Context: an optimization exercise on an open-source flow, tuned for small area. The choices shown serve that exercise and are no tape-out recipe.
Function was checked by simulation only, so behaviour that the tests miss may differ from the original.

==> inputs of run a <==
## pixel_compositor
module pixel_compositor (
    input  logic        Clk,
    input  logic        Reset,
    input  logic        frame_start,
    input  logic        de,
    input  logic [9:0]  DrawX,
    input  logic [9:0]  DrawY,
    input  logic [9:0]  X,
    input  logic [9:0]  Y,
    input  logic [9:0]  size,
    input  logic [7:0]  x_vec,
    input  logic [7:0]  y_vec,
    input  logic        map_en,
    input  logic        wall_on,
    input  logic [11:0] wall_color,
    input  logic [11:0] memdata,
    output logic [3:0]  Red,
    output logic [3:0]  Green,
    output logic [3:0]  Blue,
    output logic        out_valid,
    output logic        dots_ready
);
==> module pixel_compositor, before the edit <==
module pixel_compositor (
    input  logic        Clk,
    input  logic        Reset,
    input  logic        frame_start,
    input  logic        de,
    input  logic [9:0]  DrawX,
    input  logic [9:0]  DrawY,
    input  logic [9:0]  X,
    input  logic [9:0]  Y,
    input  logic [9:0]  size,
    input  logic [7:0]  x_vec,
    input  logic [7:0]  y_vec,
    input  logic        map_en,
    input  logic        wall_on,
    input  logic [11:0] wall_color,
    input  logic [11:0] memdata,
    output logic [3:0]  Red,
    output logic [3:0]  Green,
    output logic [3:0]  Blue,
    output logic        out_valid,
    output logic        dots_ready
);
    logic [9:0] x_lat, y_lat, s_lat;
    logic [7:0] xv_lat, yv_lat;
    logic [9:0] x_dot, y_dot;
    logic [7:0] xv_dot, yv_dot;
    logic [3:0] cnt;
    logic       rdy;
    always_ff @(posedge Clk) begin
        if (Reset) begin
            x_lat <= '0; y_lat <= '0; s_lat <= '0; xv_lat <= '0; yv_lat <= '0;
            x_dot <= '0; y_dot <= '0; xv_dot <= '0; yv_dot <= '0;
            cnt <= '0; rdy <= 1'b0;
        end else if (frame_start) begin
            x_lat <= X; y_lat <= Y; s_lat <= size; xv_lat <= x_vec; yv_lat <= y_vec;
            cnt <= 4'd1; rdy <= 1'b0;
        end else if (cnt == 4'd10) begin
            x_dot <= x_lat; y_dot <= y_lat; xv_dot <= xv_lat; yv_dot <= yv_lat;
            cnt <= '0; rdy <= 1'b1;
        end else if (cnt != 4'd0) begin
            cnt <= cnt + 4'd1;
        end
    end
    logic [8:0] hx, hy;
    logic       dot_hit;
    dot_axis u_dx (.d(DrawX[7:0]), .p(x_dot), .a(xv_dot), .hit(hx));
    dot_axis u_dy (.d(DrawY[7:0]), .p(y_dot), .a(yv_dot), .hit(hy));
        assign dot_hit = |(hx & hy);
    logic signed [10:0] ddx, ddy;
    logic               player_hit;
    assign ddx = $signed({1'b0, DrawX[7:0], 2'b00}) - $signed({1'b0, x_lat});
    assign ddy = $signed({1'b0, DrawY[7:0], 2'b00}) - $signed({1'b0, y_lat});
    logic disc_in;
    disc_le u_disc (.dx(ddx), .dy(ddy), .s(s_lat), .le(disc_in));
        assign player_hit = disc_in;
    logic above, below, in_map;
    assign above = ({1'b0, DrawY} + {2'b0, memdata[7:0], 1'b0}) < 11'd240;
    assign below = {1'b0, DrawY} > (11'd240 + {2'b0, memdata[7:0], 1'b0});
    assign in_map = map_en && (DrawX <= 10'd160) && (DrawY <= 10'd120);
    logic [11:0] rgb1, rgb2;
    logic        v1, v2;
    logic [11:0] col;
    always_comb begin
        if (in_map) begin
            if (dot_hit)         col = 12'hFFF;
            else if (player_hit) col = 12'hF70;
            else if (wall_on)    col = wall_color;
            else                 col = 12'h004;
        end else begin
            if (above)           col = 12'h337;
            else if (below)      col = 12'h733;
            else                 col = {3{memdata[11:8]}};
        end
    end
    always_ff @(posedge Clk) begin
        if (Reset) begin
            rgb1 <= '0; v1 <= 1'b0; rgb2 <= '0; v2 <= 1'b0;
        end else begin
            rgb1 <= de ? col : 12'h000;
            v1   <= de;
            rgb2 <= rgb1;
            v2   <= v1;
        end
    end
    assign {Red, Green, Blue} = rgb2;
    assign out_valid  = v2;
    assign dots_ready = rdy;
endmodule
Settings: LEC_CHECK=0, CAP_MARGIN=20, CORE_MARGIN=2, CORE_UTILIZATION=40, SLEW_MARGIN=20, SYNTH_HIERARCHICAL=1; clock period 12.0 ns.
standard.sh (not shown) runs the stock make flow with config.mk's settings and CLKGATE_MAP_FILE= SYNTH_SCRIPT=/design/flow/synth_recipe.tcl, a recipe that flattens the netlist after the stock synthesis.
==> flow/flow/run.sh <==
#!/bin/bash
set -e
export BUFFER_PORTS_ARGS="-buffer_cell sky130_fd_sc_hd__buf_1"
bash standard.sh > standard_flow.log 2>&1
==> run b: changes against run a <==
--- a/flow/design.v
+++ b/flow/design.v
@@ -24,4 +24,6 @@
     logic [7:0] xv_lat, yv_lat;
+    logic       par_ok;
     logic [9:0] x_dot, y_dot;
     logic [7:0] xv_dot, yv_dot;
+    logic       dot_ok;
     logic [3:0] cnt;
@@ -29,12 +31,16 @@
     always_ff @(posedge Clk) begin
+        if (frame_start) begin
+            x_lat <= X; y_lat <= Y; s_lat <= size; xv_lat <= x_vec; yv_lat <= y_vec;
+        end
+        if (cnt == 4'd10 && !frame_start) begin
+            x_dot <= x_lat; y_dot <= y_lat; xv_dot <= xv_lat; yv_dot <= yv_lat;
+        end
+    end
+    always_ff @(posedge Clk) begin
         if (Reset) begin
-            x_lat <= '0; y_lat <= '0; s_lat <= '0; xv_lat <= '0; yv_lat <= '0;
-            x_dot <= '0; y_dot <= '0; xv_dot <= '0; yv_dot <= '0;
-            cnt <= '0; rdy <= 1'b0;
+            cnt <= '0; rdy <= 1'b0; par_ok <= 1'b0; dot_ok <= 1'b0;
         end else if (frame_start) begin
-            x_lat <= X; y_lat <= Y; s_lat <= size; xv_lat <= x_vec; yv_lat <= y_vec;
-            cnt <= 4'd1; rdy <= 1'b0;
+            cnt <= 4'd1; rdy <= 1'b0; par_ok <= 1'b1;
         end else if (cnt == 4'd10) begin
-            x_dot <= x_lat; y_dot <= y_lat; xv_dot <= xv_lat; yv_dot <= yv_lat;
-            cnt <= '0; rdy <= 1'b1;
+            cnt <= '0; rdy <= 1'b1; dot_ok <= 1'b1;
         end else if (cnt != 4'd0) begin
@@ -47,13 +53,12 @@
     dot_axis u_dy (.d(DrawY[7:0]), .p(y_dot), .a(yv_dot), .hit(hy));
-        assign dot_hit = |(hx & hy);
+        assign dot_hit = dot_ok ? |(hx & hy) : (DrawX[7:0] == 8'd0 && DrawY[7:0] == 8'd0);
     logic signed [10:0] ddx, ddy;
     logic               player_hit;
-    assign ddx = $signed({1'b0, DrawX[7:0], 2'b00}) - $signed({1'b0, x_lat});
-    assign ddy = $signed({1'b0, DrawY[7:0], 2'b00}) - $signed({1'b0, y_lat});
+    sub4 u_sx (.d(DrawX[7:0]), .p(x_lat), .r(ddx));
+    sub4 u_sy (.d(DrawY[7:0]), .p(y_lat), .r(ddy));
     logic disc_in;
     disc_le u_disc (.dx(ddx), .dy(ddy), .s(s_lat), .le(disc_in));
-        assign player_hit = disc_in;
+        assign player_hit = par_ok && disc_in;
     logic above, below, in_map;
-    assign above = ({1'b0, DrawY} + {2'b0, memdata[7:0], 1'b0}) < 11'd240;
-    assign below = {1'b0, DrawY} > (11'd240 + {2'b0, memdata[7:0], 1'b0});
+    col_cmp u_col (.y(DrawY), .m(memdata[7:0]), .above(above), .below(below));
     assign in_map = map_en && (DrawX <= 10'd160) && (DrawY <= 10'd120);
@@ -726 +731,51 @@
 endmodule
+module sub4 (
+    input  logic [7:0]  d,
+    input  logic [9:0]  p,
+    output logic [10:0] r
+);
+    logic [10:2] c;
+    logic [9:2]  np;
+    assign np   = ~p[9:2];
+    assign r[0] = p[0];
+    assign r[1] = p[1] ^ p[0];
+    assign c[2] = ~(p[1] | p[0]);
+    for (genvar i = 2; i <= 9; i++) begin : g
+        fa_cell f (.a(d[i-2]), .b(np[i]), .c(c[i]), .s(r[i]), .co(c[i+1]));
+    end
+    assign r[10] = ~c[10];
+endmodule
+module col_cmp (
+    input  logic [9:0] y,
+    input  logic [7:0] m,
+    output logic       above,
+    output logic       below
+);
+    logic [9:0] w;
+    logic [9:4] cw;
+    assign w[2:0] = y[3:1];
+    assign w[3]   = ~y[4];
+    assign cw[4]  = y[4];
+    for (genvar i = 4; i <= 6; i++) begin : gw
+        assign w[i]    = y[i+1] ^ cw[i];
+        assign cw[i+1] = y[i+1] & cw[i];
+    end
+    assign w[7]  = ~(y[8] ^ cw[7]);
+    assign cw[8] = y[8] | cw[7];
+    assign w[8]  = ~(y[9] ^ cw[8]);
+    assign cw[9] = y[9] | cw[8];
+    assign w[9]  = ~cw[9];
+    logic [7:1] ca;
+    assign ca[1] = m[0] & w[0];
+    for (genvar i = 1; i <= 6; i++) begin : ga
+        assign ca[i+1] = (m[i] & w[i]) | (m[i] & ca[i]) | (w[i] & ca[i]);
+    end
+    assign above = w[9] & ~m[7] & ~ca[7];
+    logic [10:1] cb;
+    assign cb[1] = y[0];
+    for (genvar i = 1; i <= 8; i++) begin : gb
+        assign cb[i+1] = (w[i-1] & ~m[i-1]) | (w[i-1] & cb[i]) | (~m[i-1] & cb[i]);
+    end
+    assign cb[10] = w[8] | cb[9];
+    assign below = ~w[9] & cb[10];
+endmodule
==> flow/flow/run.sh (replaced) <==
#!/bin/bash
set -e
export BUFFER_PORTS_ARGS="-buffer_cell sky130_fd_sc_hd__buf_1"
export CTS_ARGS="-sink_clustering_enable -repair_clock_nets -buf_list sky130_fd_sc_hd__clkbuf_8 -dont_use_dummy_load"
bash standard.sh > standard_flow.log 2>&1
--- a/flow/config.mk
+++ b/flow/config.mk
@@ -10,2 +10,3 @@
 export CORE_UTILIZATION = 40
+export CTS_BUF_LIST = sky130_fd_sc_hd__clkbuf_8
 export SLEW_MARGIN = 20
==> run notes <==
outcome finished clean; r2r setup slk roughly 2 ns; die width 188 µm; Min Hold Slack ~0.41 ns; Register Area 3120 µm²; clock tree sinks ~120; commonest non-fill, non-tap cells in the layout fa_1, nand2_1, inv_1; num rows 67; M1 WL 13,600 µm; multi-input gate share of total cell area between 60% and 70%; Worst Path Arrival ~11 ns; Period minus WS final roughly 11 ns
That was run b.
==> run notes <==
outcome finished clean; M1 WL between 15,000 and 20,000 µm; Worst Path Arrival just over 10 ns; r2r setup slk about 3.8 ns; Register Area approximately 2300 µm²; Period minus WS final approximately 9.9 ns; num rows ~70; commonest non-fill, non-tap cells in the layout nand2_1, fa_1, inv_1; die width ~190 µm; largest net degree at the start of global routing slightly below 100; clock tree sinks around 110; multi-input gate share of total cell area 71.0%; Min Hold Slack roughly 0.43 ns
That was run a.

==> static timing again, ports no longer ideal <==
The flow's constraints put no driver on any port. The routed layouts listed below were extracted and timed again, unchanged, in two steps.
Step 1 assumes that a clkbuf_16 drives the clock port and a buf_2 every other input.
Step 2 adds t to the input delays and takes it off the output delays; t is the mean of the earliest and latest rising clock arrival at the registers after step 1. Input paths then give back, and output paths get back, about the clock's delay inside the block.
Slacks: ideal ports / drivers / drivers and shift; pairs: ideal ports / drivers.
run	t (ns)	slack for setup (ns)	slew at the worst register clock pin (ns)
run a	0.490	2.084 / 2.106 / 1.616	0.06 / 0.06
run b	0.484	0.983 / 0.998 / 0.514	0.09 / 0.09
After both steps every run listed still meets setup and hold. The setup slack of run b, which loses most, moves by +0.015 ns with the drivers and by -0.469 ns with both steps.
